Context: an optimization exercise on an open-source flow, tuned for small area and a short achievable clock period. The choices shown serve that exercise and are no tape-out recipe.
RTL that was checked went through simulation tests only; none was proved equivalent to the original.
For runs 6 and 7, only the layout was checked, not whether the RTL still works.
No activity file was given, so power comes from the tool's default toggle rates.

[flow/flow/run.sh]
#!/bin/bash
# Standard layout, with two changes: the clock tree is built without dummy
# loads, and the port buffers are the smallest plain buffer (timing repair
# sizes them up where a path needs it).
set -euo pipefail
export CTS_ARGS="-sink_clustering_enable -repair_clock_nets -sink_clustering_size 16 -sink_clustering_max_diameter 60 -buf_list {sky130_fd_sc_hd__clkbuf_8 sky130_fd_sc_hd__clkbuf_16} -sink_clustering_buffer sky130_fd_sc_hd__clkbuf_8 -root_buf sky130_fd_sc_hd__clkbuf_16 -dont_use_dummy_load"
export BUFFER_PORTS_ARGS="-buffer_cell sky130_fd_sc_hd__buf_1"
bash standard.sh synth > synth.log 2>&1
bash standard.sh finish > layout.log 2>&1
[flow/standard.sh]
#!/bin/bash
# synth_recipe.tcl (not shown) runs the flow's synth.tcl, then flattens the netlist and writes it again
# the make line also repeats each setting of config.mk as NAME=value (left out here)
make -C /OpenROAD-flow-scripts/flow DESIGN_CONFIG=/design/flow/config.mk WORK_HOME=/design/flow/orfs CLKGATE_MAP_FILE= SYNTH_SCRIPT=/design/flow/synth_recipe.tcl "${@:-finish}"
[flow/design.v]
`default_nettype none
package spm_pkg;
    parameter int SAMPLE_WIDTH_DEFAULT = 16;
    parameter int FIFO_DEPTH_DEFAULT = 16;
    parameter int INTERVAL_WIDTH = 32;
    parameter int TIMER_WIDTH = 32;
    parameter int SAMPLE_MAX_WIDTH = 32;
    function automatic logic [SAMPLE_MAX_WIDTH-1:0] end_marker(input integer width);
        end_marker = 32'd1 << (width - 1);
    endfunction
    function automatic logic [SAMPLE_MAX_WIDTH-1:0] most_negative(input integer width);
        most_negative = end_marker(width) + 32'd1;
    endfunction
    function automatic logic [SAMPLE_MAX_WIDTH-1:0] most_positive(input integer width);
        most_positive = end_marker(width) - 32'd1;
    endfunction
endpackage
`default_nettype wire
`default_nettype none
`timescale 1ns/10ps
module spm_top #(
    parameter int SAMPLE_WIDTH = spm_pkg::SAMPLE_WIDTH_DEFAULT,
    parameter int FIFO_DEPTH   = spm_pkg::FIFO_DEPTH_DEFAULT
) (
    input  logic                               clk,
    input  logic                               reset,
    input  logic                               enable,
    input  logic                               start,
    input  logic [spm_pkg::INTERVAL_WIDTH-1:0] interval,
    input  logic signed [SAMPLE_WIDTH-1:0]     data_in,
    input  logic                               data_in_valid,
    output logic                               data_in_ready,
    output logic signed [SAMPLE_WIDTH-1:0]     min_out,
    output logic signed [SAMPLE_WIDTH-1:0]     max_out,
    output logic                               min_out_valid,
    output logic                               max_out_valid,
    input  logic                               min_out_ready,
    input  logic                               max_out_ready,
    output logic [spm_pkg::TIMER_WIDTH-1:0]    timer,
    output logic                               busy,
    output logic                               done
);
    localparam int AW = $clog2(FIFO_DEPTH);
    localparam int IW = spm_pkg::INTERVAL_WIDTH;
    localparam int TW = spm_pkg::TIMER_WIDTH;
    localparam logic [SAMPLE_WIDTH-1:0] END_MARKER = {1'b1, {(SAMPLE_WIDTH-1){1'b0}}};
    function automatic logic [31:0] inc32(input logic [31:0] x);
        logic [7:0] grp;
        logic [7:0] pre;
        logic       c;
        for (int k = 0; k < 8; k++) grp[k] = &x[4*k +: 4];
        pre[0] = 1'b1;
        for (int k = 1; k < 8; k++) pre[k] = pre[k-1] & grp[k-1];
        for (int i = 0; i < 32; i++) begin
            c = pre[i / 4];
            for (int j = 4 * (i / 4); j < i; j++) c = c & x[j];
            inc32[i] = x[i] ^ c;
        end
    endfunction
    function automatic logic [31:0] dec32(input logic [31:0] x);
        dec32 = ~inc32(~x);
    endfunction
    localparam int SLOTS = FIFO_DEPTH - 1;
    logic signed [SAMPLE_WIDTH-1:0] mn [SLOTS];
    logic signed [SAMPLE_WIDTH-1:0] mx [SLOTS];
    localparam int JW = FIFO_DEPTH / 2;
    logic [AW:0]   cnt_mn, cnt_mx;
    logic [JW-1:0] occ_mn, occ_mx;
    function automatic logic jstate(input logic [JW-1:0] j, input int k);
        if (k == 0)       jstate = !j[JW-1] && !j[0];
        else if (k < JW)  jstate = j[k-1] && !j[k];
        else if (k == JW) jstate = j[JW-1] && j[0];
        else              jstate = !j[k-JW-1] && j[k-JW];
    endfunction
    logic [IW-1:0] iq;       
    logic          n1;       
    logic [IW-1:0] rem;      
    logic [IW-1:0] base;     
    logic          have;     
    logic          last;     
    logic ready_int, accept, marker, smp, shift, push, pop_mn, pop_mx;
    logic wr0_mn, wr0_mx, start_run, head_mn, head_mx;
    logic signed [SAMPLE_WIDTH-1:0] rd_mn, rd_mx;
    logic lt_mn, gt_mx;
    spm_lt #(.W(SAMPLE_WIDTH)) i_lt_mn (.a(data_in), .b(mn[0]),   .lt(lt_mn));
    spm_lt #(.W(SAMPLE_WIDTH)) i_gt_mx (.a(mx[0]),   .b(data_in), .lt(gt_mx));
    logic ready_next;
    assign ready_next    = (start_run || (busy && !(accept && marker)))
                        && !((cnt_mn[AW] || (cnt_mn == (AW+1)'(FIFO_DEPTH - 1) && push)) && !pop_mn)
                        && !((cnt_mx[AW] || (cnt_mx == (AW+1)'(FIFO_DEPTH - 1) && push)) && !pop_mx);
    assign data_in_ready = enable && ready_int;
    assign accept        = data_in_valid && data_in_ready;
    assign marker        = (data_in == END_MARKER);
    assign smp           = accept && !marker;
    assign shift         = smp && !have;
    assign push          = accept && (marker ? have : last);
    assign wr0_mn        = smp && (!have || lt_mn);
    assign wr0_mx        = smp && (!have || gt_mx);
    assign start_run     = enable && !busy && start;
    assign base          = have ? rem : iq;
    assign pop_mn        = min_out_valid && min_out_ready;
    assign pop_mx        = max_out_valid && max_out_ready;
    assign head_mn       = push && (cnt_mn == '0 || (cnt_mn == (AW+1)'(1) && pop_mn));
    assign head_mx       = push && (cnt_mx == '0 || (cnt_mx == (AW+1)'(1) && pop_mx));
    always_comb begin
        rd_mn = '0;
        rd_mx = '0;
        for (int i = 0; i < SLOTS; i++) begin
            rd_mn = rd_mn | (mn[i] & {SAMPLE_WIDTH{jstate(occ_mn, (i + 2) % FIFO_DEPTH)}});
            rd_mx = rd_mx | (mx[i] & {SAMPLE_WIDTH{jstate(occ_mx, (i + 2) % FIFO_DEPTH)}});
        end
    end
    always_ff @(posedge clk) begin
        if (shift) begin
            for (int i = 1; i < SLOTS; i++) begin
                mn[i] <= mn[i-1];
                mx[i] <= mx[i-1];
            end
        end
        if (wr0_mn) mn[0] <= data_in;
        if (wr0_mx) mx[0] <= data_in;
        if (head_mn || pop_mn) min_out <= (head_mn && wr0_mn) ? data_in : (head_mn ? mn[0] : rd_mn);
        if (head_mx || pop_mx) max_out <= (head_mx && wr0_mx) ? data_in : (head_mx ? mx[0] : rd_mx);
    end
    always_ff @(posedge clk) begin
        if (enable && !busy) begin
            iq   <= interval;
            n1   <= (interval == IW'(1));
            last <= (interval == IW'(1));
        end else if (accept) begin
            last <= (smp && !last) ? (base == IW'(2)) : n1;
        end
        if (smp && !last) begin
            rem <= dec32(base);
        end
    end
    always_ff @(posedge clk or posedge reset) begin
        if (reset) begin
            cnt_mn        <= '0;
            cnt_mx        <= '0;
            occ_mn        <= '0;
            occ_mx        <= '0;
            min_out_valid <= 1'b0;
            max_out_valid <= 1'b0;
            have          <= 1'b0;
            ready_int     <= 1'b0;
        end else begin
            ready_int <= ready_next;
            case ({push, pop_mn})
                2'b10:   begin cnt_mn <= inc32(32'(cnt_mn)); min_out_valid <= 1'b1; end
                2'b01:   begin cnt_mn <= dec32(32'(cnt_mn)); min_out_valid <= (cnt_mn != (AW+1)'(1)); end
                default: ;
            endcase
            case ({push, pop_mx})
                2'b10:   begin cnt_mx <= inc32(32'(cnt_mx)); max_out_valid <= 1'b1; end
                2'b01:   begin cnt_mx <= dec32(32'(cnt_mx)); max_out_valid <= (cnt_mx != (AW+1)'(1)); end
                default: ;
            endcase
            case ({shift, pop_mn})
                2'b10:   occ_mn <= {occ_mn[JW-2:0], !occ_mn[JW-1]};
                2'b01:   occ_mn <= {!occ_mn[0], occ_mn[JW-1:1]};
                default: ;
            endcase
            case ({shift, pop_mx})
                2'b10:   occ_mx <= {occ_mx[JW-2:0], !occ_mx[JW-1]};
                2'b01:   occ_mx <= {!occ_mx[0], occ_mx[JW-1:1]};
                default: ;
            endcase
            if (accept) have <= smp && !last;
        end
    end
    always_ff @(posedge clk or posedge reset) begin
        if (reset) begin
            busy  <= 1'b0;
            done  <= 1'b0;
            timer <= '0;
        end else if (enable) begin
            if (start_run) begin
                busy  <= 1'b1;
                done  <= 1'b0;
                timer <= '0;
            end else if (busy) begin
                timer <= inc32(timer);
                if (accept && marker) begin
                    busy <= 1'b0;
                    done <= 1'b1;
                end
            end
        end
    end
endmodule
`default_nettype wire
`default_nettype none
module spm_lt #(
    parameter int W = 16
) (
    input  logic [W-1:0] a,
    input  logic [W-1:0] b,
    output logic         lt
);
    localparam int L = $clog2(W);
    localparam int P = 1 << L;
    logic [P-1:0] l [L+1];
    logic [P-1:0] g [L+1];
    always_comb begin
        l[0] = '0;
        g[0] = '0;
        for (int i = 0; i < W; i++) begin
            if (i == W - 1) begin
                l[0][i] = a[i] & ~b[i];
                g[0][i] = ~a[i] & b[i];
            end else begin
                l[0][i] = ~a[i] & b[i];
                g[0][i] = a[i] & ~b[i];
            end
        end
        for (int v = 1; v <= L; v++) begin
            l[v] = '0;
            g[v] = '0;
            for (int i = 0; i < (P >> v); i++) begin
                l[v][i] = l[v-1][2*i+1] | (~g[v-1][2*i+1] & l[v-1][2*i]);
                g[v][i] = g[v-1][2*i+1] | (~l[v-1][2*i+1] & g[v-1][2*i]);
            end
        end
        lt = l[L][0];
    end
endmodule
`default_nettype wire
[flow/constraint.sdc]
create_clock -name core_clock -period 4.5 [get_ports {clk}]
set_input_delay 0.9000 -clock core_clock [delete_from_list [all_inputs] [get_ports {clk}]]
set_output_delay 0.9000 -clock core_clock [all_outputs]
set_load 0.01 [all_outputs]
[flow/config.mk]
export PLATFORM = sky130hd
export DESIGN_NAME = spm_top
export DESIGN_NICKNAME = spm_top
export VERILOG_FILES = /design/flow/design.v
export SDC_FILE = /design/flow/constraint.sdc
export NUM_CORES = 4
export LEC_CHECK = 0
export CAP_MARGIN = 20
export CORE_MARGIN = 2
export CORE_UTILIZATION = 70
export SETUP_SLACK_MARGIN = 2.0
export SLEW_MARGIN = 20
export TNS_END_PERCENT = 20
==> flow_metrics.py, run 1 <==
metrics = {
    "outcome": {
        "status": "finished clean",
    },
    "global_routing": {
        "grt_pass1_wl_mm": 95.2,
        "grt_max_degree": 113,
        "grt_usage": 0.331,
        "grt_pass1_vias": 15900,
        "antenna_found_initial": 3,
        "grt_remaining_overflow": 0,
    },
    "clocking": {
        "cts_sinks": 642,
        "cts_tree": "done",
        "cts_buffers": 47,
        "cts-root-buf": "clkbuf_16",
        "htreeDepth": 2,
        "clk_latency_ns": 0.57,
        "clk_pin_slew_ns": 0.10,
        "cts_max_path_buffers": 3,
    },
    "synth": {
        "syn_avg_cell_area_um2": 15.6,
        "async_flop_share": 0.0997,
        "ys_warn_count": 8,
        "synth_area_mm2": 0.0261,
        "synth_cell_type_count": 70,
        "synth_mux_area_frac": 0.0358,
        "synth_edf_count": 578,
        "synthXorXnorAreaFrac": 0.00469,
        "synth-compound-area-share": 0.122,
        "synth-seq-cells": 642,
        "synthAdderAreaFrac": 0.0339,
        "synth_top_family_by_area": "compound AO/OA/AOI/OAI gates",
        "seq_area_frac_synth": 0.726,
        "syn-num-nets": 1792,
        "ys.flop_type": "edfxtp_1",
        "synthCells": 1674,
        "synthSimpleGateAreaFrac": 0.0533,
    },
    "layout": {
        "utilization": 0.793,
        "final_cell_area_mm2": 0.0291,
        "finalNonFillerCells": 2325,
        "multi_input_area_mm2": 0.00712,
        "drive_above_1_share": 0.140,
        "fillerInstances": 2059,
        "syn2layout_area_growth_pct": 11.4,
        "fin_nets": 1975,
        "register_area_mm2": 0.0190,
    },
    "place": {
        "dpl-instance-area_mm2": 0.0274,
        "dp_cells": 2242,
        "hpwlAfterDp_mm": 41.1,
        "gp_congestion": 0.876,
        "portBuffers": 123,
    },
    "power": {
        "combPwrFrac": 0.326,
        "p_total_uw": 16600,
        "p_switching_uw": 5920,
        "clkPwrFrac": 0.169,
        "p_seq_frac": 0.505,
        "peakVddDrop_mv": 0.378,
        "power_leakage_uw": 0.00992,
        "p_int_uw": 10700,
        "p_sw_frac": 0.357,
        "power_density_mw_per_mm2": 570,
    },
    "setup_path": {
        "max_stage_delay_ns": 0.37,
        "crit_chain": "buf_2 > nor4_4 > nand4_1 > mux2i_1 > nor2_2 > and3_4 > buf_12 > nor4_4 > a21oi_1",
        "path_max_fanout": 13,
        "cp_data_required_time_ns": 4.82,
        "cp_common_cell": "nor4_4",
        "cp-start-kind": "primary input",
        "crit_family": "simple AND/OR/NAND/NOR gates",
        "crit_slowest_cell": "nor4_4",
        "crit_buf_inv": 2,
        "arrival_ns": 2.93,
        "path_class": "in2reg",
        "critPathCaptureType": "register",
    },
    "min_path": {
        "hold_path.class": "reg2reg",
    },
    "timing": {
        "relSlewSlack": 0.327,
        "slew_violations": 0,
        "setup_viol": 0,
        "timing.final.crit_share": 0.580,
        "worstMarginPinSlew_ns": 1.01,
        "tns_ns": 0,
        "fmax_ghz": 0.383,
        "rsz0062_at_grt": "true",
        "min_period_ns": 2.61,
        "finClkSkew_ns": 0.0389,
        "hold_viol": 0,
    },
    "routing": {
        "ant_nets": 0,
        "drt_first_iter_violations": 2313,
        "dr.pass1.iters": 6,
        "wl_per_cell_um": 27.8,
        "vias_per_cell": 7.10,
        "vias": 16500,
        "wl_mm": 64.6,
        "drc": 0,
    },
    "floorplanning": {
        "rows": 70,
        "fp.dieH_um": 197,
        "fp.dieW_um": 197,
        "fp.coreArea_mm2": 0.0367,
        "dieArea_mm2": 0.0389,
        "io_pins": 124,
        "start_util": 0.712,
    },
    "job": {
        "cap_violations": 0,
    },
}
## routing by layer
layer  track usage  up-vias  part of all wire
li1              -     7056                 -
met1         0.493     8200              0.40
met2         0.495     1115              0.45
met3        0.0738      143              0.12
met4         0.110        2             0.031
met5             0        -           0.00020
## per-stage QoR
stage	setup slack, ns	hold slack [ns]
final	1.89	0.427
after CTS	1.93	0.430
after detailed placement	0.798	0.434
after floorplan	-4.26	0.425
after global routing	1.88	0.442
after global placement	0.865	0.428
## synthesized netlist by cell type (all sizes together) (3+ instances only)
cell type | n | share of area
nor2 | 71 | 0.010
nor4 | 37 | 0.0091
a21o | 4 | 0.0011
nor2b | 15 | 0.0036
nand3 | 23 | 0.0044
o2111ai | 3 | 0.0010
a211oi | 3 | 0.0011
a222oi | 24 | 0.0092
a31oi | 3 | 0.0013
inv | 71 | 0.010
ha | 63 | 0.030
nand2b | 17 | 0.0041
a22o | 46 | 0.015
o211ai | 12 | 0.0036
edfxtp | 578 | 0.66
a21oi | 52 | 0.010
and3 | 4 | 0.00096
a22oi | 155 | 0.045
a221oi | 36 | 0.012
o21ai | 46 | 0.0088
buf | 14 | 0.0045
or2 | 5 | 0.0012
nand2 | 47 | 0.0068
mux2 | 3 | 0.0013
nor3 | 25 | 0.0048
dfrtp | 64 | 0.061
o22ai | 22 | 0.0053
nand4 | 14 | 0.0034
clkbuf | 64 | 0.0092
xnor2 | 12 | 0.0040
and2 | 5 | 0.0012
mux2i | 90 | 0.034
o221ai | 8 | 0.0027
maj3 | 9 | 0.0037
o221a | 3 | 0.0013
## worst reg2reg max path, cell delays in order, from the launching register on
cell and delay [ns]:
dfrtp_4 0.56, buf_6 0.17, nor3_1 0.19, a21oi_1 0.08, nor3_2 0.20, and2_1 0.19
nand2_1 0.12, nor3_2 0.20, ha_1 0.17, ha_1 0.16, ha_1 0.16, xnor2_1 0.07
## repair_timing
item / 4_1_cts / 5_1_grt
gates resized for setup: 85 / 56
endpoints found under the hold margin: 0 / 0
setup endpoints to repair: 563 / 194
hold buffers: 0 / 0
cloned: 1 / 4
setup buffers: 9 / 20
pin swaps: 8 / 18
## power groups by stage
| stage | Combinational (uW) | Clock, uW | Sequential [uW] |
|---|---|---|---|
| detailed placement | 4510 | 0 | 8510 |
| global route | 5750 | 3020 | 8440 |
| floorplan | 3020 | 0 | 8310 |
| finish | 5410 | 2800 | 8380 |
| global placement | 4380 | 0 | 8480 |
| CTS | 5010 | 2840 | 8350 |
## sequential cells by signal, summed over array words and instances (netlist names), 5 cells and up
name     count
timer       32
rem         32
max_out     16
occ_mn       8
cnt_mn       5
mn         240
mx         240
min_out     16
cnt_mx       5
iq          32
occ_mx       8
## cell type report
type,count,area share
flip-flops and latches,642,0.652
diodes,2,0.000172
multi-input cells,882,0.245
clock buffers,47,0.0242
inverters,73,0.0104
repair buffers,210,0.0482
well taps,468,0.0201
repair inverters,1,0.000172
## logic make-up (layout without fill, tap and decap cells)
| logic type | Yosys count | count (layout) |
|---|---|---|
| flip-flops | 642 | 642 |
| other | 0 | 2 |
| adder cells (fa/ha/maj) | 72 | 72 |
| multiplexers | 93 | 93 |
| XOR/XNOR | 14 | 14 |
| AO/OA/AOI/OAI | 429 | 429 |
| buffers and inverters | 151 | 331 |
| AND/OR/NAND/NOR | 273 | 274 |
## layout by cell type (no fill, tap or decap), types with 43 or more instances in the layout
| cell type | n |
|---|---|
| nor2_1 | 58 |
| a21oi_1 | 50 |
| ha_1 | 60 |
| a22oi_1 | 154 |
| o21ai_0 | 43 |
| buf_1 | 110 |
| a22o_1 | 46 |
| inv_1 | 57 |
| mux2i_1 | 87 |
| buf_4 | 64 |
| dfrtp_1 | 57 |
| nand2_1 | 47 |
| edfxtp_1 | 578 |
## final timing paths
kind	from	endpoint	slack (ns)	cells past startpoint
max	data_in[4]	min_out[8]	1.89	9
min	mx[1][3]	mx[2][3]	0.43	0
max reg2reg	have	rem[31]	2.02	11
min reg2reg	mx[1][3]	mx[2][3]	0.43	0
max in group asynchronous	reset	have	3.12	3
min in group asynchronous	reset	timer[9]	0.50	2
==> run 2, diff against run 1 <==
--- a/flow/config.mk
+++ b/flow/config.mk
@@ -7,7 +7,6 @@
 export LEC_CHECK = 0
 export CAP_MARGIN = 20
 export CORE_MARGIN = 2
-export CORE_UTILIZATION = 70
-export SETUP_SLACK_MARGIN = 2.0
+export CORE_UTILIZATION = 55
+export SETUP_SLACK_MARGIN = 2.15
 export SLEW_MARGIN = 20
-export TNS_END_PERCENT = 20
==> run 2 against run 1 <==
  * Critical path depth rose by 2
  * Sequential power fell by 0.7%
  * Die area rose by 27%
  * Synthesized cell count did not move
  * Global-route usage fell by 5.3 points
  * Routed wire length rose by 8.1%
  * Combinational power rose by 14%
  * Sequential share of layout area fell by 4.0 points
  * Setup slack improved by 0.017 ns
==> flow_metrics.py, run 2 <==
metrics = {
    "layout": {
        "antennaDiodeCount": 0,
        "utilization": 0.663,
        "final_cell_area_mm2": 0.0310,
        "drive_above_1_share": 0.217,
        "fin_nets": 2067,
        "final_common_cell": "edfxtp_1",
        "final_cell_mix": "578 x edfxtp_1, 152 x a22oi_1, 111 x buf_4",
        "multi_input_area_mm2": 0.00760,
        "fillerInstances": 3310,
        "register_area_mm2": 0.0190,
        "top_regs": "mn: 240 flops, mx: 240 flops",
        "syn2layout_area_growth_pct": 18.7,
    },
    "floorplanning": {
        "fp.dieW_um": 222,
        "rows": 79,
        "dieArea_mm2": 0.0493,
        "start_util": 0.559,
        "fp.coreArea_mm2": 0.0468,
        "io_pins": 124,
        "fp.dieH_um": 222,
    },
    "synth": {
        "synth_top_cells_by_count": "578 x edfxtp_1, 155 x a22oi_1, 90 x mux2i_1, 70 x nor2_1",
        "synth_area_mm2": 0.0261,
        "synth_edf_count": 578,
        "seq_area_frac_synth": 0.726,
        "synthCells": 1674,
        "synth_top_area_cell": "edfxtp_1",
        "synth_top_area_share": 0.664,
        "yosysMostFrequentCell": "edfxtp_1",
        "syn-num-nets": 1792,
        "async_flop_share": 0.0997,
        "syn_avg_cell_area_um2": 15.6,
        "ys.flop_type": "edfxtp_1",
        "synth_area_leaders": "edfxtp_1 66%, dfrtp_1 6.1%, a22oi_1 4.5%",
        "ys_warn_count": 8,
        "synth_cell_type_count": 70,
        "synth-seq-cells": 642,
    },
    "power": {
        "power_density_mw_per_mm2": 561,
        "combPwrFrac": 0.355,
        "clkPwrFrac": 0.167,
        "p_int_uw": 11200,
        "p_sw_frac": 0.357,
        "peakVddDrop_mv": 0.369,
        "p_total_uw": 17400,
        "power_leakage_uw": 0.0107,
        "p_seq_frac": 0.478,
        "p_switching_uw": 6210,
    },
    "place": {
        "gp_congestion": 0.850,
        "portBuffers": 123,
        "dpl-instance-area_mm2": 0.0279,
        "hpwlAfterDp_mm": 42.7,
    },
    "timing": {
        "hold_viol": 0,
        "setup_viol": 0,
        "timing.final.crit_share": 0.576,
        "relSlewSlack": 0.253,
        "min_period_ns": 2.59,
        "fmax_ghz": 0.386,
        "worstMarginPinSlew_ns": 1.12,
        "slew_violations": 0,
        "rsz0062_at_grt": "true",
        "finClkSkew_ns": 0.0622,
    },
    "setup_path": {
        "crit_slowest_cell": "nor4_4",
        "path_class": "in2reg",
        "crit_buf_inv": 4,
        "cp-start-kind": "primary input",
        "critPathCaptureType": "register",
        "arrival_ns": 2.93,
        "crit_family": "simple AND/OR/NAND/NOR gates",
        "max_stage_delay_ns": 0.33,
        "crit_chain": "buf_8 > buf_6 > nor4_4 > nand4_1 > mux2i_1 > nor2_2 > and3_4 > buf_12 > buf_16 > nor4_4 > a21oi_2",
        "cp_common_cell": "nor4_4",
        "path_max_fanout": 8,
        "cp_data_required_time_ns": 4.84,
    },
    "routing": {
        "vias_per_cell": 6.52,
        "wl_per_cell_um": 27.3,
        "drt_first_iter_violations": 2105,
        "wl_mm": 69.8,
        "drc": 0,
        "vias": 16600,
        "dr.pass1.iters": 6,
        "ant_nets": 0,
    },
    "outcome": {
        "status": "finished clean",
    },
    "clocking": {
        "cts_buffers": 49,
        "cts_sinks": 642,
        "htreeDepth": 2,
        "clk_latency_ns": 0.59,
        "cts_tree": "done",
        "cts_max_path_buffers": 3,
        "clk_pin_slew_ns": 0.10,
        "cts-root-buf": "clkbuf_16",
    },
    "min_path": {
        "hold_path.class": "reg2reg",
    },
    "global_routing": {
        "grt_max_degree": 84,
        "grt_pass1_vias": 16200,
        "grt_remaining_overflow": 0,
        "grt_usage": 0.278,
        "grt_pass1_wl_mm": 102,
        "antenna_found_initial": 4,
    },
    "job": {
        "cap_violations": 0,
    },
}
-- run 2: cell counts after synthesis --
No cell type changed its count.
-- run 2: layout make-up --
class,instances,area share
clock buffers,49,0.0236
inverters,73,0.00988
multi-input cells,883,0.245
flip-flops and latches,642,0.612
well taps,607,0.0245
repair buffers,299,0.0850
repair inverters,1,0.000242
-- run 2: cell families after synthesis --
| logic type | synth area share |
|---|---|
| flip-flops | 0.726 |
| AO/OA/AOI/OAI | 0.122 |
| AND/OR/NAND/NOR | 0.0533 |
| buffers and inverters | 0.0241 |
| multiplexers | 0.0358 |
| adder cells (fa/ha/maj) | 0.0339 |
| XOR/XNOR | 0.00469 |
-- run 2: timing repair --
action / 4_1_cts / 5_1_grt
endpoints found under the hold margin: 0 / 0
setup buffers: 48 / 45
pin swaps: 36 / 43
hold buffers: 0 / 0
gates cloned: 11 / 9
gates resized for setup: 142 / 133
setup endpoints to repair: 607 / 556
-- run 2: worst register-to-register path, delay by kind of cell (launching register included) --
family	cells	cell delay, ns
compound gates	3	0.55
fa+ha+maj	2	0.61
buf+inv	1	0.19
flops	1	0.47
mux	1	0.25
simple gates	1	0.16
-- run 2: per-stage QoR --
| stage | hold slack [ns] | worst slack (ns) | setup TNS (ns) | cells |
|---|---|---|---|---|
| global route | 0.442 | 1.83 | 0 | 2554 |
| finish | 0.425 | 1.91 | 0 | 2554 |
| CTS | 0.428 | 1.97 | 0 | 2500 |
| detailed placement | 0.433 | 0.724 | 0 | 2392 |
| floorplan | 0.425 | -4.25 | -1904.78 | 1674 |
| global placement | 0.430 | 0.768 | 0 | 2392 |
-- run 2: metal layers --
metal,GRT usage,vias to the layer above,routed length (um)
met5,0,-,55
met4,0.0870,8,1810
met3,0.0600,124,6710
met2,0.405,823,30800
met1,0.421,8438,30400
li1,-,7252,-
-- run 2: power by group through the flow --
| stage | combinational (uW) | clock, uW | sequential, uW |
|---|---|---|---|
| floorplan | 3210 | 0 | 8310 |
| global placement | 4810 | 0 | 8450 |
| detailed placement | 4870 | 0 | 8460 |
| CTS | 5610 | 2970 | 8290 |
| global route | 6570 | 3170 | 8390 |
| finish | 6170 | 2900 | 8320 |
-- run 2: path summary, 6_finish.rpt --
| kind | from | endpoint | slack (ns) | cells past startpoint |
|---|---|---|---|---|
| worst max register to register | mn[0][0] | min_out[5] | 2.01 | 8 |
| max in group asynchronous | reset | occ_mn[7] | 3.08 | 3 |
| min in group asynchronous | reset | timer[5] | 0.49 | 2 |
| worst min register to register | mx[12][10] | mx[13][10] | 0.43 | 0 |
| worst min-delay path | mx[12][10] | mx[13][10] | 0.43 | 0 |
| worst max-delay path | data_in[7] | min_out[7] | 1.91 | 11 |
==> run 3, diff against run 2 <==
--- a/flow/config.mk
+++ b/flow/config.mk
@@ -7,6 +7,7 @@
 export LEC_CHECK = 0
 export CAP_MARGIN = 20
 export CORE_MARGIN = 2
-export CORE_UTILIZATION = 55
-export SETUP_SLACK_MARGIN = 2.15
+export CORE_UTILIZATION = 60
+export SETUP_SLACK_MARGIN = 1.9
 export SLEW_MARGIN = 20
+export TNS_END_PERCENT = 50
==> run 3 against run 2 <==
  * Still clean
  * Setup slack lost 0.046 ns
  * Sequential cell count did not move
  * Non-clock buffer count decreased by 112
  * Combinational power shrank about 20%
  * Sequential share of layout area up 4.5 points
  * Clock skew shrank 0.019 ns
  * Maximum frequency decreased by 1.8%
  * Register-to-register slack worse by 0.15 ns
  * Routed wire length is 6.3% lower
  * Via count shrank 3.3%
  * Die area decreased by 8.2%
  * Hold slack improved by 0.0071 ns
  * Largest power group unchanged
==> flow_metrics.py, run 3 <==
metrics = {
    "outcome": {
        "status": "finished clean",
    },
    "floorplanning": {
        "fp.coreArea_mm2": 0.0430,
        "start_util": 0.608,
        "dieArea_mm2": 0.0452,
        "rows": 76,
        "io_pins": 124,
        "fp.dieW_um": 213,
        "fp.dieH_um": 213,
    },
    "layout": {
        "utilization": 0.673,
        "fin_nets": 1952,
        "final_cell_mix": "578 x edfxtp_1, 155 x a22oi_1, 109 x buf_1",
        "syn2layout_area_growth_pct": 10.7,
        "top_regs": "mn: 240 flops, mx: 240 flops",
        "final_common_cell": "edfxtp_1",
        "final_cell_area_mm2": 0.0289,
        "drive_above_1_share": 0.124,
    },
    "clocking": {
        "cts_max_path_buffers": 3,
        "clk_pin_slew_ns": 0.10,
        "clk_latency_ns": 0.58,
        "cts_hold_buf": 0,
        "cts-root-buf": "clkbuf_16",
        "cts_buffers": 48,
        "htreeDepth": 2,
        "cts_tree": "done",
        "cts_sinks": 642,
    },
    "power": {
        "peakVddDrop_mv": 0.256,
        "power_density_mw_per_mm2": 567,
        "p_total_uw": 16400,
        "power_leakage_uw": 0.00980,
    },
    "setup_path": {
        "reg2reg_depth": 6,
        "path_max_fanout": 20,
        "crit_chain": "clkinvlp_4 > nor2_2 > a22oi_1 > o21ai_0 > nor4_4 > a21oi_1",
        "reg2reg_to": "min_out[2]",
        "reg2reg_slack_ns": 1.86,
        "max_stage_delay_ns": 0.82,
        "arrival_ns": 3.06,
        "cp-start-kind": "register",
        "reg2reg_from": "occ_mn[1]",
        "crit_slowest_cell": "dfrtp_2",
        "path_class": "reg2reg",
        "critPathCaptureType": "register",
        "cp_data_required_time_ns": 4.92,
    },
    "min_path": {
        "holdPathEnd": "mx[8][1]",
        "hold_start": "mx[7][1]",
        "hold_path_depth": 0,
        "hold_path.class": "reg2reg",
    },
    "place": {
        "dpl-instance-area_mm2": 0.0274,
        "portBuffers": 123,
        "hpwlAfterDp_mm": 41.1,
        "gp_congestion": 0.860,
    },
    "timing": {
        "relSlewSlack": 0.306,
        "fmax_ghz": 0.379,
        "worstMarginPinSlew_ns": 1.04,
        "finClkSkew_ns": 0.0429,
        "min_period_ns": 2.64,
        "rsz0062_at_grt": "true",
        "timing.final.crit_share": 0.586,
        "slew_violations": 0,
        "setup_viol": 0,
        "tns_ns": 0,
        "hold_viol": 0,
    },
    "synth": {
        "ys_warn_count": 8,
        "synth_top_area_cell": "edfxtp_1",
        "syn-num-nets": 1792,
        "synth_top_cells_by_count": "578 x edfxtp_1, 155 x a22oi_1, 90 x mux2i_1, 70 x nor2_1",
        "synth_area_mm2": 0.0261,
        "synthCells": 1674,
        "yosysMostFrequentCell": "edfxtp_1",
        "synth_edf_count": 578,
        "syn_avg_cell_area_um2": 15.6,
        "synth-seq-cells": 642,
        "async_flop_share": 0.0997,
        "ys.flop_type": "edfxtp_1",
        "seq_area_frac_synth": 0.726,
        "synth_top_area_share": 0.664,
        "synth_cell_type_count": 70,
        "synth_area_leaders": "edfxtp_1 66%, dfrtp_1 6.1%, a22oi_1 4.5%",
    },
    "job": {
        "cap_violations": 0,
    },
    "routing": {
        "dr.pass1.iters": 9,
        "vias_per_cell": 6.66,
        "drc": 0,
        "drt_first_iter_violations": 1933,
        "ant_nets": 0,
        "wl_per_cell_um": 27.1,
        "vias": 16100,
        "wl_mm": 65.4,
    },
    "global_routing": {
        "grt_max_degree": 172,
        "grt_pass1_vias": 15700,
        "grt_pass1_wl_mm": 96.1,
        "grt_usage": 0.287,
        "antenna_found_initial": 4,
        "grt_remaining_overflow": 0,
    },
}
run 3: changes by cell type in the layout (fill, tap and decap cells not counted), moves of 10 or more:
cell     change
a21oi_1     +17
a21oi_2     -15
buf_12      -10
buf_16      -11
buf_4       -65
buf_6       -22
ha_1        +15
mux2i_1     +14
nor3_1      +10
run 3: timing repair:
item	in CTS	in global routing
endpoints found under the setup margin	397	529
gates cloned	2	5
pin swaps	7	5
resized for setup	68	48
buffers inserted	7	4
run 3: how the worst max path moves through the flow:
stage,start,endpoint,slack (ns),cells after the start
6_report,occ_mn[1],min_out[2],1.86,6
5_1_grt,occ_mn[5],min_out[2],1.82,7
4_1_cts,enable,mx[8][9],1.79,7
3_5_place_dp,data_in[15],min_out[1],0.79,9
3_3_place_gp,data_in[15],min_out[2],0.79,9
2_1_floorplan,data_in[3],mn[10][0],-4.26,4
run 3: stage by stage:
stage	worst slack [ns]	hold slack (ns)	std cells
2_1_floorplan	-4.26	0.425	1674
3_3_place_gp	0.789	0.429	2351
3_5_place_dp	0.787	0.433	2351
4_1_cts	1.79	0.435	2408
5_1_grt	1.82	0.456	2418
6_report	1.86	0.432	2418
run 3: area by class of cell:
class,count,area (um2)
diodes,1,2.50
clock buffers,48,717
fillers,3081,14100
inverters,73,297
multi-input cells,882,6960
flip-flops and latches,642,19000
well taps,585,732
repair buffers,187,1230
run 3: logic make-up after synthesis:
| group | share of synthesized area |
|---|---|
| adders and majority gates | 0.0339 |
| AOI/OAI and AO/OA | 0.122 |
| buffers and inverters | 0.0241 |
| xor gates and xnor gates | 0.00469 |
| DFF | 0.726 |
| muxes | 0.0358 |
| and+or+nand+nor | 0.0533 |
run 3: critical path, delay by kind of cell (launching register included):
family          cells  cell delay, ns
flops               1            0.82
compound gates      3            0.48
buf+inv             1            0.49
simple gates        2            0.69
run 3: report_power, final:
| part | internal [uW] | switching (uW) | leakage [uW] |
|---|---|---|---|
| Combinational | 1830 | 3130 | 0.00335 |
| Clock | 1070 | 1790 | 0.000371 |
| Sequential | 7650 | 916 | 0.00608 |
| Total | 10500 | 5840 | 0.00980 |
run 3: per-layer routing:
layer | global-route usage | part of all wire | wire length (um)
met2 | 0.420 | 0.44 | 28900
met5 | 0 | 0.00060 | 39
met4 | 0.0849 | 0.026 | 1730
met3 | 0.0616 | 0.11 | 7180
met1 | 0.438 | 0.42 | 27600
==> run 4, diff against run 3 <==
--- a/flow/config.mk
+++ b/flow/config.mk
@@ -8,6 +8,6 @@
 export CAP_MARGIN = 20
 export CORE_MARGIN = 2
 export CORE_UTILIZATION = 60
-export SETUP_SLACK_MARGIN = 1.9
+export PLACE_DENSITY = 0.75
+export SETUP_SLACK_MARGIN = 2.0
 export SLEW_MARGIN = 20
-export TNS_END_PERCENT = 50
==> run 4 against run 3 <==
  * Sequential cell count unchanged
  * Largest cell class unchanged
  * Power increased by 1.7%
  * Register-to-register slack improved by 0.07 ns
  * Cell count increased by 2.3%
  * Critical path depth increased by 3
  * Clock skew increased by 0.0072 ns
  * Routed wire length increased by 1.7%
  * Maximum frequency increased by 1.3%
  * Count of clock-buffer cells in the layout increased by 2
  * First-iteration DRC count increased by 31%
==> flow_metrics.py, run 4 <==
metrics = {
    "routing": {
        "drt_first_iter_violations": 2536,
        "ant_nets": 0,
        "wl_mm": 66.5,
        "vias": 16700,
        "wl_per_cell_um": 26.9,
        "drc": 0,
        "dr.pass1.iters": 6,
        "vias_per_cell": 6.74,
    },
    "layout": {
        "syn2layout_area_growth_pct": 14.0,
        "register_area_mm2": 0.0190,
        "top_regs": "mn: 240 flops, mx: 240 flops",
        "multi_input_area_mm2": 0.00722,
        "fin_nets": 2009,
        "fillerInstances": 2857,
        "final_common_cell": "edfxtp_1",
        "antennaDiodeCount": 0,
        "final_cell_mix": "578 x edfxtp_1, 153 x a22oi_1, 107 x buf_1",
        "drive_above_1_share": 0.167,
        "utilization": 0.693,
    },
    "setup_path": {
        "reg2reg_depth": 11,
        "path_class": "in2reg",
        "crit_chain": "buf_12 > nor4_4 > nand4_1 > mux2i_1 > nor2_2 > buf_4 > and3_2 > nor4_1 > a21oi_1",
        "crit_slowest_cell": "nor4_4",
        "cp-start-kind": "primary input",
        "critPathCaptureType": "register",
        "reg2reg_from": "have",
        "cp_data_required_time_ns": 4.82,
        "crit_family": "simple AND/OR/NAND/NOR gates",
        "path_max_fanout": 6,
        "arrival_ns": 2.92,
        "reg2reg_slack_ns": 1.93,
        "crit_buf_inv": 2,
        "max_stage_delay_ns": 0.45,
        "reg2reg_to": "rem[31]",
        "startpoint": "data_in[3]",
    },
    "synth": {
        "seq_area_frac_synth": 0.726,
        "synth_top_area_cell": "edfxtp_1",
        "syn-num-nets": 1792,
        "synth_top_area_share": 0.664,
        "ys.flop_type": "edfxtp_1",
        "synth_edf_count": 578,
        "synthCells": 1674,
        "async_flop_share": 0.0997,
        "synth_cell_type_count": 70,
        "yosysMostFrequentCell": "edfxtp_1",
        "synth_area_mm2": 0.0261,
        "synth_area_leaders": "edfxtp_1 66%, dfrtp_1 6.1%, a22oi_1 4.5%",
        "synth_top_cells_by_count": "578 x edfxtp_1, 155 x a22oi_1, 90 x mux2i_1, 70 x nor2_1",
        "synth-seq-cells": 642,
        "syn_avg_cell_area_um2": 15.6,
        "ys_warn_count": 8,
    },
    "timing": {
        "timing.final.crit_share": 0.579,
        "slew_violations": 0,
        "rsz0062_at_grt": "true",
        "setup_viol": 0,
        "fmax_ghz": 0.384,
        "min_period_ns": 2.60,
        "fin_hold_ws_ns": 0.339,
        "hold_viol": 0,
        "relSlewSlack": 0.209,
        "finClkSkew_ns": 0.0502,
        "worstMarginPinSlew_ns": 1.18,
    },
    "floorplanning": {
        "fp.dieH_um": 213,
        "rows": 76,
        "start_util": 0.608,
        "dieArea_mm2": 0.0452,
        "io_pins": 124,
        "fp.coreArea_mm2": 0.0430,
        "fp.dieW_um": 213,
    },
    "global_routing": {
        "grt_max_degree": 113,
        "grt_pass1_vias": 16000,
        "antenna_found_initial": 1,
        "grt_usage": 0.291,
        "grt_pass1_wl_mm": 97.2,
        "grt_remaining_overflow": 0,
    },
    "clocking": {
        "cts_buffers": 50,
        "clk_pin_slew_ns": 0.10,
        "cts-root-buf": "clkbuf_16",
        "cts_hold_buf": 0,
        "cts_max_path_buffers": 3,
        "htreeDepth": 2,
        "cts_sinks": 642,
        "clk_latency_ns": 0.58,
        "cts_tree": "done",
    },
    "place": {
        "gp_congestion": 0.895,
        "hpwlAfterDp_mm": 41.1,
        "portBuffers": 123,
    },
    "outcome": {
        "status": "finished clean",
    },
    "min_path": {
        "hold_path.class": "in2async",
    },
    "power": {
        "power_density_mw_per_mm2": 559,
        "power_leakage_uw": 0.0102,
        "peakVddDrop_mv": 0.286,
    },
    "job": {
        "cap_violations": 0,
    },
}
run 4: cell types whose count changed in the layout (fill, tap and decap cells not counted), moves of 7 or more:
| cell | delta |
|---|---|
| buf_4 | +44 |
| mux2i_1 | -13 |
| buf_6 | +9 |
| dfrtp_1 | +9 |
| mux2i_2 | +8 |
| dfrtp_2 | -7 |
run 4: layout make-up:
cell class / instances / area share
clock buffers: 50 / 0.0250
inverters: 73 / 0.0102
multi-input cells: 883 / 0.242
flip-flops and latches: 642 / 0.637
well taps: 585 / 0.0246
repair buffers: 241 / 0.0612
run 4: cell families (layout without fill, tap and decap cells):
logic type / after synthesis / after routing / share of synthesized area
adders and majority gates: 72 / 72 / 0.0339
muxes: 93 / 93 / 0.0358
DFF: 642 / 642 / 0.726
and+or+nand+nor: 273 / 275 / 0.0533
buffers and inverters: 151 / 364 / 0.0241
xor gates and xnor gates: 14 / 14 / 0.00469
AOI/OAI and AO/OA: 429 / 429 / 0.122
run 4: where the power goes:
part	total, uW	internal [uW]	switching [uW]
Sequential	8290	7650	643
Combinational	5470	2000	3460
Clock	2900	1100	1800
Total	16700	10800	5910
run 4: timing repair:
item,4_1_cts,5_1_grt
pin swaps,12,30
gates cloned,7,2
resized for setup,68,116
endpoints found under the setup margin,570,332
setup buffers,21,38
endpoints found under the hold margin,0,0
run 4: stage by stage:
step                power (uW)  setup WS (ns)  std cells  cell area [um2]   TNS, ns
floorplan                11400          -4.26       1674            26400  -1910.47
global placement         12900          0.997       2355            27600         0
detailed placement       13100          0.905       2355            27600         0
CTS                      16200           1.90       2433            29000         0
global route             17300           1.78       2474            29800         0
finish                   16700           1.90       2474            29800         0
run 4: worst max-delay path by stage:
stage	endpoint	slack [ns]	depth (start not counted)
2_1_floorplan	mn[10][0]	-4.26	4
6_report	min_out[10]	1.90	9
3_3_place_gp	min_out[7]	1.0	7
4_1_cts	rem[31]	1.90	11
3_5_place_dp	min_out[5]	0.90	7
5_1_grt	rem[31]	1.78	11
run 4: per-layer routing:
metal | vias to the layer above | routed length [um] | GRT usage
li1 | 7118 | - | -
met1 | 8245 | 26200 | 0.434
met2 | 1187 | 29400 | 0.426
met3 | 129 | 8840 | 0.0741
met4 | 2 | 2120 | 0.0885
met5 | - | 14 | 0
run 4: worst reg2reg max path, cell delays in order (launching register included):
cell and delay, ns:
dfrtp_4 0.51, buf_12 0.15, mux2i_1 0.26, nand2_1 0.13, nor3_2 0.21, and2_4 0.19
nand2_4 0.06, nor3_4 0.19, ha_2 0.24, ha_4 0.14, ha_4 0.13, xnor2_1 0.07
==> run 5, diff against run 4 <==
--- a/flow/config.mk
+++ b/flow/config.mk
@@ -8,6 +8,7 @@
 export CAP_MARGIN = 20
 export CORE_MARGIN = 2
 export CORE_UTILIZATION = 60
-export PLACE_DENSITY = 0.75
+export CTS_BUF_LIST = sky130_fd_sc_hd__clkbuf_4 sky130_fd_sc_hd__clkbuf_8
+export CTS_CLUSTER_SIZE = 30
 export SETUP_SLACK_MARGIN = 2.0
 export SLEW_MARGIN = 20
==> run 5 against run 4 <==
  * Sequential share of layout area increased by 0.54 points
  * Clock skew decreased by 0.0038 ns
  * Non-clock buffer count decreased by 29
  * Synthesized area unchanged
  * Maximum frequency increased by 4.4%
  * Die area unchanged
  * Sequential cell count unchanged
  * Power increased by 0.14%
  * Critical path depth unchanged
  * Combinational power increased by 1%
  * Cell count decreased by 1.2%
  * Critical path type unchanged
  * Highest routed layer unchanged
==> flow_metrics.py, run 5 <==
metrics = {
    "setup_path": {
        "reg2reg_depth": 11,
        "arrival_ns": 2.80,
        "max_stage_delay_ns": 0.35,
        "path_max_fanout": 8,
        "reg2reg_from": "have",
        "reg2reg_slack_ns": 2.04,
        "path_class": "in2reg",
        "reg2reg_to": "rem[23]",
        "crit_slowest_cell": "a211oi_4",
        "cp-start-kind": "primary input",
        "crit_chain": "clkbuf_2 > buf_4 > maj3_2 > o211ai_2 > nor4_2 > a211oi_4 > clkbuf_16 > mux2i_1 > a21oi_1",
        "startpoint": "data_in[13]",
        "cp_data_required_time_ns": 4.81,
        "critPathCaptureType": "register",
    },
    "routing": {
        "drc": 0,
        "ant_nets": 0,
        "wl_per_cell_um": 27.6,
        "vias_per_cell": 6.71,
        "wl_mm": 67.4,
        "drt_first_iter_violations": 2305,
        "dr.pass1.iters": 6,
        "vias": 16400,
    },
    "floorplanning": {
        "dieArea_mm2": 0.0452,
        "rows": 76,
        "fp.dieH_um": 213,
        "fp.coreArea_mm2": 0.0430,
        "start_util": 0.608,
        "io_pins": 124,
        "fp.dieW_um": 213,
    },
    "place": {
        "portBuffers": 123,
        "gp_congestion": 0.840,
        "dp_cells": 2352,
        "dpl-instance-area_mm2": 0.0275,
        "hpwlAfterDp_mm": 41.2,
        "post-place-ws_ns": 0.662,
    },
    "layout": {
        "final_common_cell": "edfxtp_1",
        "final_cell_area_mm2": 0.0295,
        "drive_above_1_share": 0.153,
        "syn2layout_area_growth_pct": 13.1,
        "top_regs": "mn: 240 flops, mx: 240 flops",
        "fin_nets": 1978,
        "final_cell_mix": "578 x edfxtp_1, 153 x a22oi_1, 109 x buf_1",
        "finalNonFillerCells": 2444,
    },
    "synth": {
        "synth_area_mm2": 0.0261,
        "async_flop_share": 0.0997,
        "synthCells": 1674,
        "synth_top_area_cell": "edfxtp_1",
        "syn-num-nets": 1792,
        "synth-seq-cells": 642,
        "synth_area_leaders": "edfxtp_1 66%, dfrtp_1 6.1%, a22oi_1 4.5%",
        "synth_edf_count": 578,
        "yosysMostFrequentCell": "edfxtp_1",
        "synth_top_cells_by_count": "578 x edfxtp_1, 155 x a22oi_1, 90 x mux2i_1, 70 x nor2_1",
        "ys.flop_type": "edfxtp_1",
        "synth_cell_type_count": 70,
        "ys_warn_count": 8,
        "synth_top_area_share": 0.664,
        "syn_avg_cell_area_um2": 15.6,
        "seq_area_frac_synth": 0.726,
    },
    "power": {
        "power_density_mw_per_mm2": 565,
        "power_leakage_uw": 0.0101,
        "peakVddDrop_mv": 0.257,
        "p_total_uw": 16700,
    },
    "clocking": {
        "cts_sinks": 642,
        "cts_hold_buf": 0,
        "cts_tree": "done",
        "cts-root-buf": "clkbuf_16",
        "htreeDepth": 2,
        "clk_latency_ns": 0.58,
        "clk_pin_slew_ns": 0.11,
        "cts_max_path_buffers": 3,
        "cts_buffers": 49,
    },
    "min_path": {
        "holdPathEnd": "mx[13][0]",
        "hold_start": "mx[12][0]",
        "hold_path_depth": 0,
        "hold_path.class": "reg2reg",
    },
    "global_routing": {
        "grt_pass1_vias": 15800,
        "grt_remaining_overflow": 0,
        "grt_max_degree": 113,
        "grt_pass1_wl_mm": 98.0,
        "met3_usage": 0.0830,
        "use_met2": 0.426,
        "grtUsageMet1": 0.445,
        "antenna_found_initial": 6,
        "busiest_layer": "met1",
        "grt_usage": 0.296,
    },
    "timing": {
        "min_period_ns": 2.49,
        "relSlewSlack": 0.344,
        "tns_ns": 0,
        "fmax_ghz": 0.401,
        "slew_violations": 0,
        "timing.final.crit_share": 0.554,
        "hold_viol": 0,
        "finClkSkew_ns": 0.0464,
        "rsz0062_at_grt": "true",
        "layout_setup_ws_ns": 2.01,
        "setup_viol": 0,
        "worstMarginPinSlew_ns": 0.982,
    },
    "job": {
        "cap_violations": 0,
    },
    "outcome": {
        "status": "finished clean",
    },
}
[run 5: cell counts after synthesis]
Identical to the previous run, type by type.
[run 5: layout make-up]
class                      instances  area (um2)
inverter                          73         313
fill                            2967       13400
sequential                       642       19000
timing repair buffer             212        1590
tap                              585         732
antenna                            1        2.50
clock buffer                      49         731
multi-input combinational        882        7210
[run 5: power breakdown]
| part | switching [uW] | internal (uW) |
|---|---|---|
| Sequential | 640 | 7650 |
| Combinational | 3550 | 1990 |
| Clock | 1790 | 1090 |
[run 5: layer usage]
layer / up-vias / wire, um
li1: 7060 / -
met1: 8272 / 28500
met2: 933 / 29400
met3: 122 / 7770
met4: 10 / 1680
met5: - / 69
[run 5: critical path, delay by kind of cell]
family                     cells  cell delay (ns)
buffers and inverters          3             0.63
and+or+nand+nor                1             0.10
adders and majority gates      1             0.32
muxes                          1             0.20
AOI/OAI and AO/OA              3             0.64
[run 5: cell families (layout without fill, tap and decap cells)]
kind of cell | Yosys count | in the layout | synth area share
XOR/XNOR | 14 | 14 | 0.00469
flip-flops | 642 | 642 | 0.726
AND/OR/NAND/NOR | 273 | 274 | 0.0533
other | 0 | 1 | 0
AO/OA/AOI/OAI | 429 | 429 | 0.122
buffers and inverters | 151 | 334 | 0.0241
adder cells (fa/ha/maj) | 72 | 72 | 0.0339
multiplexers | 93 | 93 | 0.0358
[run 5: timing repair]
action | CTS | global route
pin swaps | 14 | 23
setup endpoints to repair | 590 | 450
resized for setup | 83 | 87
cloned | 6 | 7
buffers inserted | 14 | 15
[run 5: worst max path at each step]
stage,to
after floorplan,mn[10][0]
final,min_out[10]
after CTS,min_out[13]
after detailed placement,min_out[6]
after global routing,rem[31]
after global placement,min_out[6]
[run 5: through the flow]
step	util	hold slack (ns)
6_report	0.687	0.431
5_1_grt	0.687	0.448
4_1_cts	0.672	0.434
3_5_place_dp	0.641	0.433
3_3_place_gp	0.641	0.429
2_1_floorplan	-	0.425
==> run 6, diff against run 5 <==
--- a/flow/design.v
+++ b/flow/design.v
@@ -80,6 +80,8 @@
     logic          last;     
     logic ready_int, accept, marker, smp, shift, push, pop_mn, pop_mx;
     logic wr0_mn, wr0_mx, start_run, head_mn, head_mx;
+    logic signed [SAMPLE_WIDTH-1:0] hd_mn, hd_mx;
+    logic in0_mn, in0_mx;
     logic signed [SAMPLE_WIDTH-1:0] rd_mn, rd_mx;
     logic lt_mn, gt_mx;
     spm_lt #(.W(SAMPLE_WIDTH)) i_lt_mn (.a(data_in), .b(mn[0]),   .lt(lt_mn));
@@ -98,6 +100,8 @@
     assign wr0_mx        = smp && (!have || gt_mx);
     assign start_run     = enable && !busy && start;
     assign base          = have ? rem : iq;
+    assign min_out       = in0_mn ? mn[0] : hd_mn;
+    assign max_out       = in0_mx ? mx[0] : hd_mx;
     assign pop_mn        = min_out_valid && min_out_ready;
     assign pop_mx        = max_out_valid && max_out_ready;
     assign head_mn       = push && (cnt_mn == '0 || (cnt_mn == (AW+1)'(1) && pop_mn));
@@ -119,8 +123,8 @@
         end
         if (wr0_mn) mn[0] <= data_in;
         if (wr0_mx) mx[0] <= data_in;
-        if (head_mn || pop_mn) min_out <= (head_mn && wr0_mn) ? data_in : (head_mn ? mn[0] : rd_mn);
-        if (head_mx || pop_mx) max_out <= (head_mx && wr0_mx) ? data_in : (head_mx ? mx[0] : rd_mx);
+        if (!head_mn && (pop_mn || (in0_mn && shift))) hd_mn <= pop_mn ? rd_mn : mn[0];
+        if (!head_mx && (pop_mx || (in0_mx && shift))) hd_mx <= pop_mx ? rd_mx : mx[0];
     end
     always_ff @(posedge clk) begin
         if (enable && !busy) begin
@@ -144,7 +148,13 @@
             max_out_valid <= 1'b0;
             have          <= 1'b0;
             ready_int     <= 1'b0;
+            in0_mn        <= 1'b0;
+            in0_mx        <= 1'b0;
         end else begin
+            if (head_mn)                   in0_mn <= 1'b1;
+            else if (pop_mn || shift)      in0_mn <= 1'b0;
+            if (head_mx)                   in0_mx <= 1'b1;
+            else if (pop_mx || shift)      in0_mx <= 1'b0;
             ready_int <= ready_next;
             case ({push, pop_mn})
                 2'b10:   begin cnt_mn <= inc32(32'(cnt_mn)); min_out_valid <= 1'b1; end
==> run 6 against run 5 <==
  * Still clean on timing, DRC and antenna
  * Clock skew is 0.0093 ns lower
  * Design area down 1.1%
  * Sequential power is 2.4% lower
  * Critical path depth down 6
  * Setup slack worse by 0.12 ns
  * Die area is 0.29% lower
  * Via count down 1.9%
  * Largest power group unchanged
==> flow_metrics.py, run 6 <==
metrics = {
    "layout": {
        "final_cell_area_mm2": 0.0292,
        "top_regs": "mn: 240 flops, mx: 240 flops",
        "drive_above_1_share": 0.169,
        "final_common_cell": "edfxtp_1",
        "syn2layout_area_growth_pct": 12.1,
        "fillerInstances": 3028,
        "utilization": 0.680,
        "antennaDiodeCount": 0,
        "final_cell_mix": "578 x edfxtp_1, 164 x a22oi_1, 86 x buf_1",
        "fin_nets": 1969,
    },
    "place": {
        "portBuffers": 123,
        "post-place-ws_ns": 0.460,
        "hpwlAfterDp_mm": 42.9,
        "dpl-instance-area_mm2": 0.0273,
        "gp_congestion": 0.862,
    },
    "global_routing": {
        "grt_usage": 0.300,
        "grt_pass1_wl_mm": 98.6,
        "antenna_found_initial": 5,
        "grt_max_degree": 117,
        "grt_remaining_overflow": 0,
        "grt_pass1_vias": 15700,
    },
    "clocking": {
        "cts_sinks": 644,
        "cts_tree": "done",
        "cts_buffers": 48,
        "htreeDepth": 2,
        "cts-root-buf": "clkbuf_16",
        "clk_latency_ns": 0.57,
        "cts_max_path_buffers": 3,
        "clk_pin_slew_ns": 0.10,
    },
    "synth": {
        "synth_cell_type_count": 61,
        "synth_edf_count": 578,
        "synth_area_mm2": 0.0260,
        "syn-num-nets": 1785,
        "syn_avg_cell_area_um2": 15.6,
        "seq_area_frac_synth": 0.730,
        "yosysMostFrequentCell": "edfxtp_1",
        "synth-seq-cells": 644,
        "synth_top_cells_by_count": "578 x edfxtp_1, 167 x a22oi_1, 73 x nor2_1, 68 x inv_1, 66 x dfrtp_1",
        "ys.flop_type": "edfxtp_1",
        "synthCells": 1665,
        "ys_warn_count": 8,
        "synth_top_area_cell": "edfxtp_1",
        "synth_area_leaders": "edfxtp_1 67%, dfrtp_1 6.3%, a22oi_1 4.8%",
        "synth_top_area_share": 0.666,
        "async_flop_share": 0.102,
    },
    "setup_path": {
        "arrival_ns": 1.71,
        "cp_data_required_time_ns": 3.60,
        "max_stage_delay_ns": 0.52,
        "path_class": "reg2out",
        "crit_chain": "buf_12 > mux2_4 > clkbuf_2",
        "critPathCaptureType": "primary output",
        "path_max_fanout": 9,
        "cp-start-kind": "register",
        "crit_slowest_cell": "dfrtp_4",
    },
    "timing": {
        "rsz0062_at_grt": "true",
        "timing.final.crit_share": 0.580,
        "setup_viol": 0,
        "worstMarginPinSlew_ns": 1.08,
        "relSlewSlack": 0.272,
        "fmax_ghz": 0.383,
        "min_period_ns": 2.61,
        "finClkSkew_ns": 0.0371,
        "hold_viol": 0,
        "slew_violations": 0,
        "layout_setup_ws_ns": 1.89,
    },
    "outcome": {
        "status": "finished clean",
    },
    "floorplanning": {
        "fp.dieH_um": 212,
        "fp.coreArea_mm2": 0.0430,
        "fp.dieW_um": 212,
        "io_pins": 124,
        "dieArea_mm2": 0.0451,
        "rows": 76,
        "start_util": 0.606,
    },
    "job": {
        "cap_violations": 0,
    },
    "power": {
        "power_leakage_uw": 0.0102,
        "peakVddDrop_mv": 0.257,
        "power_density_mw_per_mm2": 534,
    },
    "routing": {
        "drt_first_iter_violations": 1861,
        "dr.pass1.iters": 6,
        "drc": 0,
        "vias": 16100,
        "ant_nets": 0,
        "wl_mm": 67.7,
        "wl_per_cell_um": 27.8,
        "vias_per_cell": 6.62,
    },
    "min_path": {
        "hold_path.class": "in2async",
    },
}
run 6: cell types whose count changed in the layout (fill, tap and decap cells not counted), sizes merged, moves of 13 or more:
cell | before | now
mux2 | 3 | 35
a21oi | 52 | 33
a22o | 46 | 59
inv | 63 | 82
clkbuf | 60 | 75
mux2i | 90 | 54
buf | 199 | 181
run 6: kinds of logic (layout without fill, tap and decap cells):
logic type | count (synthesis) | in the layout | synth area share
flops | 644 | 644 | 0.730
compound gates | 412 | 412 | 0.117
simple gates | 261 | 261 | 0.0494
buf+inv | 161 | 343 | 0.0237
mux | 89 | 89 | 0.0359
fa+ha+maj | 84 | 84 | 0.0391
xor+xnor | 14 | 14 | 0.00471
run 6: worst max-delay path: cells and delay by family (launching register included):
family   cells  cell delay, ns
buf+inv      2            0.30
flops        1            0.52
mux          1            0.32
run 6: timing repair:
action | CTS | global route
pin swaps | 5 | 15
gates cloned | 4 | 1
resized for setup | 91 | 69
setup endpoints to repair | 473 | 523
setup buffers | 25 | 19
hold buffers | 0 | 0
run 6: report_power, final:
| part | leakage, uW | switching (uW) | internal (uW) | total, uW |
|---|---|---|---|---|
| sequential | 0.00609 | 682 | 7400 | 8090 |
| clock | 0.000371 | 1780 | 1070 | 2850 |
| combinational | 0.00374 | 2910 | 1740 | 4650 |
| total | 0.0102 | 5380 | 10200 | 15600 |
run 6: final timing paths:
kind | slack, ns | cells after the start | to | start
worst min register to register | 0.43 | 0 | mx[7][5] | mx[6][5]
max in group asynchronous | 3.09 | 3 | in0_mx | reset
worst max register to register | 2.01 | 6 | hd_mn[2] | occ_mn[4]
worst max-delay path | 1.89 | 3 | min_out[0] | in0_mn
worst min-delay path | 0.41 | 2 | timer[1] | reset
min in group core_clock | 0.43 | 0 | mx[7][5] | mx[6][5]
run 6: final cells by class:
type / instances / area [um2] / share of cell area
Clock buffer: 48 / 717 / 0.0245
Inverter: 84 / 328 / 0.0112
Multi-Input combinational cell: 860 / 6880 / 0.236
Sequential cell: 644 / 19000 / 0.651
Tap cell: 585 / 732 / 0.0251
Timing Repair Buffer: 211 / 1520 / 0.0520
run 6: routing by layer:
layer	routed length, um	track usage	vias up	share of wire
met5	46	0	-	0.00068
met4	2040	0.103	8	0.030
met3	6950	0.0677	116	0.10
met2	30700	0.451	836	0.45
met1	27900	0.437	8153	0.41
li1	-	-	6979	-
run 6: metrics by stage:
stage           TNS, ns  hold slack (ns)  instances  power (uW)
2_1_floorplan  -2018.67            0.422       1665       10700
3_3_place_gp          0            0.427       2334       12200
3_5_place_dp          0            0.432       2334       12300
4_1_cts               0            0.402       2411       15400
5_1_grt               0            0.434       2432       16200
6_report              0            0.407       2432       15600
==> run 7, diff against run 6 <==
--- a/flow/design.v
+++ b/flow/design.v
@@ -82,6 +82,7 @@
     logic wr0_mn, wr0_mx, start_run, head_mn, head_mx;
     logic signed [SAMPLE_WIDTH-1:0] hd_mn, hd_mx;
     logic in0_mn, in0_mx;
+    logic hdv_mn, hdv_mx;    
     logic signed [SAMPLE_WIDTH-1:0] rd_mn, rd_mx;
     logic lt_mn, gt_mx;
     spm_lt #(.W(SAMPLE_WIDTH)) i_lt_mn (.a(data_in), .b(mn[0]),   .lt(lt_mn));
@@ -100,8 +101,8 @@
     assign wr0_mx        = smp && (!have || gt_mx);
     assign start_run     = enable && !busy && start;
     assign base          = have ? rem : iq;
-    assign min_out       = in0_mn ? mn[0] : hd_mn;
-    assign max_out       = in0_mx ? mx[0] : hd_mx;
+    assign min_out       = (mn[0] & {SAMPLE_WIDTH{in0_mn}}) | (hd_mn & {SAMPLE_WIDTH{hdv_mn}});
+    assign max_out       = (mx[0] & {SAMPLE_WIDTH{in0_mx}}) | (hd_mx & {SAMPLE_WIDTH{hdv_mx}});
     assign pop_mn        = min_out_valid && min_out_ready;
     assign pop_mx        = max_out_valid && max_out_ready;
     assign head_mn       = push && (cnt_mn == '0 || (cnt_mn == (AW+1)'(1) && pop_mn));
@@ -150,11 +151,23 @@
             ready_int     <= 1'b0;
             in0_mn        <= 1'b0;
             in0_mx        <= 1'b0;
+            hdv_mn        <= 1'b1;
+            hdv_mx        <= 1'b1;
         end else begin
-            if (head_mn)                   in0_mn <= 1'b1;
-            else if (pop_mn || shift)      in0_mn <= 1'b0;
-            if (head_mx)                   in0_mx <= 1'b1;
-            else if (pop_mx || shift)      in0_mx <= 1'b0;
+            if (head_mn) begin
+                in0_mn <= 1'b1;
+                hdv_mn <= 1'b0;
+            end else if (pop_mn || shift) begin
+                in0_mn <= 1'b0;
+                hdv_mn <= 1'b1;
+            end
+            if (head_mx) begin
+                in0_mx <= 1'b1;
+                hdv_mx <= 1'b0;
+            end else if (pop_mx || shift) begin
+                in0_mx <= 1'b0;
+                hdv_mx <= 1'b1;
+            end
             ready_int <= ready_next;
             case ({push, pop_mn})
                 2'b10:   begin cnt_mn <= inc32(32'(cnt_mn)); min_out_valid <= 1'b1; end
==> run 7 against run 6 <==
  * Synthesized cell count increased by 2.0%
  * Count of clock-buffer cells in the layout unchanged
  * Synthesized area up 0.53%
  * Die area increased by 0.52%
  * First-iteration DRC count increased by 14%
  * Sequential cell count grew 2
  * Largest power group unchanged
  * Design area increased by 0.69%
==> flow_metrics.py, run 7 <==
metrics = {
    "routing": {
        "wl_mm": 64.7,
        "vias": 16000,
        "met1_length_mm": 27.5,
        "topRoutingLayerUsed": "met5",
        "met2_wirelength_mm": 29.0,
        "ant_nets": 0,
        "vias_per_cell": 6.53,
        "wl_per_cell_um": 26.3,
        "dr.pass1.iters": 5,
        "met3_length_mm": 6.77,
        "drt_first_iter_violations": 2121,
        "drc": 0,
    },
    "clocking": {
        "cts_max_path_buffers": 3,
        "cts_sinks": 646,
        "cts-root-buf": "clkbuf_16",
        "cts_hold_buf": 0,
        "clk_latency_ns": 0.58,
        "cts_tree": "done",
        "htreeDepth": 2,
        "clk_pin_slew_ns": 0.10,
        "cts_buffers": 48,
    },
    "synth": {
        "async_flop_share": 0.105,
        "yosysMostFrequentCell": "edfxtp_1",
        "ys_warn_count": 8,
        "ys.flop_type": "edfxtp_1",
        "syn_avg_cell_area_um2": 15.4,
        "seq_area_frac_synth": 0.728,
        "synth-seq-cells": 646,
        "synth_area_mm2": 0.0262,
        "synth_edf_count": 578,
        "synth_top_area_cell": "edfxtp_1",
        "synth_area_leaders": "edfxtp_1 66%, dfrtp_1 6.3%, a22o_1 3.5%",
        "synthCells": 1699,
        "synth_cell_type_count": 57,
        "synth_top_area_share": 0.663,
        "syn-num-nets": 1819,
        "synth_top_cells_by_count": "578 x edfxtp_1, 120 x a22oi_1, 105 x a22o_1, 95 x inv_1, 73 x clkbuf_1",
    },
    "layout": {
        "final_common_cell": "edfxtp_1",
        "top_regs": "mn: 240 flops, mx: 240 flops",
        "final_cell_area_mm2": 0.0294,
        "final_cell_mix": "578 x edfxtp_1, 116 x a22oi_1, 93 x a22o_1",
        "fillerInstances": 2987,
        "fin_nets": 1992,
        "finalNonFillerCells": 2457,
        "syn2layout_area_growth_pct": 12.3,
        "drive_above_1_share": 0.151,
    },
    "floorplanning": {
        "fp.dieW_um": 213,
        "dieArea_mm2": 0.0453,
        "fp.coreArea_mm2": 0.0431,
        "fp.dieH_um": 213,
        "start_util": 0.608,
        "rows": 76,
        "io_pins": 124,
    },
    "setup_path": {
        "reg2reg_from": "mx[0][8]",
        "cp-start-kind": "register",
        "reg2reg_depth": 7,
        "max_stage_delay_ns": 0.67,
        "arrival_ns": 1.70,
        "path_max_fanout": 7,
        "crit_slowest_cell": "dfstp_4",
        "critPathCaptureType": "primary output",
        "reg2reg_to": "mx[0][7]",
        "crit_chain": "buf_12 > a22o_1 > buf_2",
        "cp_data_required_time_ns": 3.60,
        "crit_buf_inv": 2,
        "path_class": "reg2out",
        "crit_family": "flip-flops",
        "reg2reg_slack_ns": 2.00,
    },
    "job": {
        "cap_violations": 0,
    },
    "outcome": {
        "status": "finished clean",
    },
    "timing": {
        "layout_setup_ws_ns": 1.90,
        "slew_violations": 0,
        "min_period_ns": 2.60,
        "worstMarginPinSlew_ns": 1.04,
        "finClkSkew_ns": 0.0424,
        "relSlewSlack": 0.305,
        "timing.final.crit_share": 0.579,
        "rsz0062_at_grt": "true",
        "fmax_ghz": 0.384,
        "setup_viol": 0,
        "hold_viol": 0,
    },
    "global_routing": {
        "grt_pass1_wl_mm": 95.9,
        "grt_remaining_overflow": 0,
        "grt_max_degree": 113,
        "antenna_found_initial": 4,
        "grt_pass1_vias": 15600,
        "grt_usage": 0.287,
    },
    "place": {
        "gp_congestion": 0.838,
        "post-place-ws_ns": 0.845,
        "hpwlAfterDp_mm": 39.6,
        "dp_cells": 2355,
        "portBuffers": 123,
        "dpl-instance-area_mm2": 0.0274,
    },
    "power": {
        "power_density_mw_per_mm2": 527,
        "peakVddDrop_mv": 0.284,
        "power_leakage_uw": 0.0105,
    },
    "min_path": {
        "hold_path.class": "in2async",
    },
}
==> run 7: cells by family (layout without fill, tap and decap cells) <==
logic type                 count (synthesis)  after routing  synth area share
muxes                                     56             56            0.0215
adders and majority gates                 84             84            0.0385
buffers and inverters                    190            361            0.0275
DFF                                      646            646             0.728
and+or+nand+nor                          275            275            0.0535
AOI/OAI and AO/OA                        434            434             0.126
xor gates and xnor gates                  14             14           0.00468
other                                      0              2                 0
==> run 7: metal layers <==
layer / GRT usage / vias to the layer above
met3: 0.0579 / 96
met2: 0.422 / 859
li1: - / 7057
met5: 0 / -
met1: 0.440 / 8023
met4: 0.0820 / 6
==> run 7: repair_timing <==
action,4_1_cts,5_1_grt
pin swaps,31,22
setup buffers,30,16
resized for setup,100,66
setup endpoints to repair,613,542
gates cloned,5,1
endpoints found under the hold margin,0,0
==> run 7: area by class of cell <==
cell class / instances / area (um2) / area share
diodes: 2 / 5.00 / 0.000170
clock buffers: 48 / 717 / 0.0244
repair buffers: 206 / 1480 / 0.0502
multi-input cells: 863 / 6980 / 0.237
flip-flops and latches: 646 / 19100 / 0.649
inverters: 107 / 409 / 0.0139
well taps: 585 / 732 / 0.0249
==> run 7: metrics by stage <==
step | setup TNS, ns | total power, uW | utilization | hold WS (ns)
2_1_floorplan | -2045.23 | 10600 | - | 0.425
3_3_place_gp | 0 | 12200 | 0.636 | 0.429
3_5_place_dp | 0 | 12200 | 0.636 | 0.433
4_1_cts | 0 | 15300 | 0.672 | 0.419
5_1_grt | 0 | 16100 | 0.683 | 0.443
6_report | 0 | 15500 | 0.683 | 0.421
==> run 7: where the power goes <==
group          leakage [uW]  switching, uW  internal [uW]  total [uW]
Clock              0.000371           1810           1070        2880
Combinational       0.00405           2760           1810        4570
Sequential          0.00608            747           7300        8040
Total                0.0105           5320          10200       15500
==> run 7: worst register-to-register path: stages (launching register included) <==
cell       delay [ns]
edfxtp_1         0.43
nand2b_4         0.16
maj3_2           0.30
maj3_2           0.32
maj3_2           0.31
a2111o_1         0.33
o211ai_4         0.16
clkbuf_16        0.21
==> run 7: how the worst max path moves through the flow <==
stage | startpoint | end | slack [ns] | cells after the start
floorplan | data_in[15] | occ_mn[1] | -5.37 | 10
global placement | data_in[13] | hd_mn[9] | 0.90 | 8
detailed placement | data_in[13] | hd_mn[13] | 0.85 | 8
CTS | hdv_mx | max_out[4] | 1.86 | 3
global route | hdv_mn | min_out[11] | 1.84 | 3
finish | hdv_mn | min_out[11] | 1.90 | 3

Re-timed with assumed drivers on the ports (clkbuf_16 on the clock, buf_2 on other inputs), run 7 has 1.835 ns of setup slack against 1.895 ns with ideal ports, and 1.344 ns once port delays also move by the mid clock arrival of 0.619 ns.
